Context: an optimization exercise on an open-source flow, tuned for small area, a short achievable clock period and few clock cycles per item. The choices shown serve that exercise and are no tape-out recipe. Function was checked by simulation only, so behaviour that the tests miss may differ from the original.

==> flow/design.v (excerpt) <==
module butterfly_top (
    input  logic        clk,
    input  logic        rst_n,
    input  logic [96:0] in_i,
    input  logic        in_vld_i,
    output logic        in_rdy_o,
    input  logic        credit_i,
    output logic [31:0] ao_o,
    output logic [31:0] bo_o,
    output logic        out_vld_o
);
export LEC_CHECK = 0
export ABC_CLOCK_PERIOD_IN_PS = 5000
export CAP_MARGIN = 20
export CORE_MARGIN = 2
export CORE_UTILIZATION = 40
export SETUP_SLACK_MARGIN = 2.0
export SLEW_MARGIN = 20
export SYNTH_HIERARCHICAL = 1
export SYNTH_MINIMUM_KEEP_SIZE = 0
export TNS_END_PERCENT = 0
create_clock -name core_clock -period 6.7 [get_ports {clk}]
standard.sh (not shown) runs the stock make flow with config.mk's settings and CLKGATE_MAP_FILE= SYNTH_SCRIPT=/design/flow/synth_recipe.tcl, a recipe that flattens the netlist after the stock synthesis.
==> flow/flow/run.sh <==
#!/bin/bash
# The standard layout (the standard.sh: ORFS synthesis to final layout), with one change:
# the port buffers that ORFS's buffer_ports inserts are buf_4 cells instead of its default
# choice (clkdlybuf4s50_1, a slow delay cell). Every input and output keeps its buffer.
set -euo pipefail
export BUFFER_PORTS_ARGS="-buffer_cell sky130_fd_sc_hd__buf_4"
bash standard.sh > standard.log 2>&1
The baseline produced a clean layout.
Testbench counts at the start, summed over its fixed seeds: cycles 5,472, items 4,800.
Rerun with:
--- a/flow/config.mk
+++ b/flow/config.mk
@@ -11,3 +11,3 @@
 export CORE_UTILIZATION = 40
-export SETUP_SLACK_MARGIN = 2.0
+export SETUP_SLACK_MARGIN = 1.8
 export SLEW_MARGIN = 20
@@ -15,2 +15 @@
 export SYNTH_MINIMUM_KEEP_SIZE = 0
-export TNS_END_PERCENT = 0
- The changed run went through all stages and came out clean
- non-clock buffer count rises by 57
- cell count goes up by 1.4%
- hold slack loses 35 ps
- die area does not change
- synthesized area is unchanged
Rerun with:
--- a/flow/config.mk
+++ b/flow/config.mk
@@ -15 +15,2 @@
 export SYNTH_MINIMUM_KEEP_SIZE = 0
+export TNS_END_PERCENT = 0
=> Setup slack is worse by 130 ps; count of clock-buffer cells in the layout is unchanged; hold slack improves by 32 ps; sequential share of layout area climbs by 0.20 points.

---

butterfly_top, a different RTL version from the one above (not shown whole).
Size: roughly 3,100 cells after synthesis, roughly 170 I/O pins, ~31,000 um^2 of cells after synthesis.
clock: 6.7 ns
lec_check: 0
abc_clock_period_in_ps: 5000
cap_margin: 20
core_margin: 2
core_utilization: 40
setup_slack_margin: 1.0
slew_margin: 20
synth_hierarchical: 1
synth_minimum_keep_size: 0
run.sh (not shown) runs the stock make flow with config.mk's settings and CLKGATE_MAP_FILE= SYNTH_SCRIPT=/design/flow/synth_recipe.tcl, a recipe that flattens the netlist after the stock synthesis.
Stock flow here: none of the scripts above is used.
The baseline completed with no timing, DRC or antenna violations.
Testbench counts at the start, summed over its fixed seeds: cycles 5,472, items 4,800.
==> next run, changes <==
Settings changed: SETUP_SLACK_MARGIN 1.0 to 1.5.
Worst setup slack improves by 0.50 ns.
Die area does not change.
Register-to-register slack improves by 0.02 ns.
Global-route usage goes up by 0.21 points.
Wire length goes up slightly.
Core utilization goes up by 2.1 points.

---

Another version of the RTL of butterfly_top (not shown whole).
Size: ~3000 cells after synthesis, ~170 I/O pins, about 30000 um2 of cells after synthesis.
// butterfly_top
module butterfly_top (
    input  logic        clk,
    input  logic        rst_n,
    input  logic [96:0] in_i,
    input  logic        in_vld_i,
    output logic        in_rdy_o,
    input  logic        credit_i,
    output logic [31:0] ao_o,
    output logic [31:0] bo_o,
    output logic        out_vld_o
);
export LEC_CHECK = 0
export ABC_CLOCK_PERIOD_IN_PS = 5000
export CAP_MARGIN = 20
export CORE_MARGIN = 2
export CORE_UTILIZATION = 55
export SETUP_SLACK_MARGIN = 1.8
export SLEW_MARGIN = 20
export SYNTH_HIERARCHICAL = 1
export SYNTH_MINIMUM_KEEP_SIZE = 0
create_clock -name core_clock -period 6.7 [get_ports {clk}]
standard.sh (not shown) runs the stock make flow with config.mk's settings and CLKGATE_MAP_FILE= SYNTH_SCRIPT=/design/flow/synth_recipe.tcl, a recipe that flattens the netlist after the stock synthesis.
Scripts as last shown in full above: flow/flow/run.sh
Testbench counts at the start, summed over its fixed seeds: cycles 5,472, items 4,800.
Rerun with:
--- a/flow/config.mk
+++ b/flow/config.mk
@@ -10,3 +10,3 @@
 export CORE_MARGIN = 2
-export CORE_UTILIZATION = 55
+export CORE_UTILIZATION = 40
 export SETUP_SLACK_MARGIN = 1.8
- die area increases by 37%
- final cell count increases by 5.4%
- worst setup slack gets better by 0.057 ns
- wire length decreases by 8.4%
- final area decreases by 2.1%

port drivers added, routing unchanged:
Ports are ideal in the flow. The routed layouts listed here were re-timed in OpenROAD. Step 1 (the two cells are an assumption about what drives the block):
set clk [get_ports {clk}]
set_driving_cell -lib_cell sky130_fd_sc_hd__clkbuf_16 $clk
set_driving_cell -lib_cell sky130_fd_sc_hd__buf_2 [delete_from_list [all_inputs] $clk]
Step 2 moves the port delays by t, midway between the first and last clock arrival at a register: inputs arrive t later, outputs are due t later. That takes back most of the time a late clock gives input paths. Three values: ideal, step 1, step 2; two values: the first two.
run	t, ns	slack for setup (ns)	worst hold slack (ns)
the first run of note 1	0.548	1.677 / 1.721 / 1.172	0.539 / 0.539 / 0.539
the second run of note 1	0.552	1.757 / 1.787 / 1.234	0.504 / 0.504 / 0.504
the third run of note 1	0.546	1.627 / 1.667 / 1.122	0.536 / 0.536 / 0.536
the first run of note 2	0.553	1.023 / 1.070 / 0.517	0.497 / 0.497 / 0.497
the second run of note 2	0.552	1.521 / 1.550 / 0.998	0.513 / 0.513 / 0.513
the first run of note 3	0.544	1.706 / 1.729 / 1.186	0.502 / 0.502 / 0.502
the second run of note 3	0.541	1.762 / 1.803 / 1.262	0.489 / 0.489 / 0.489
After both steps setup and hold are still met in every run listed.
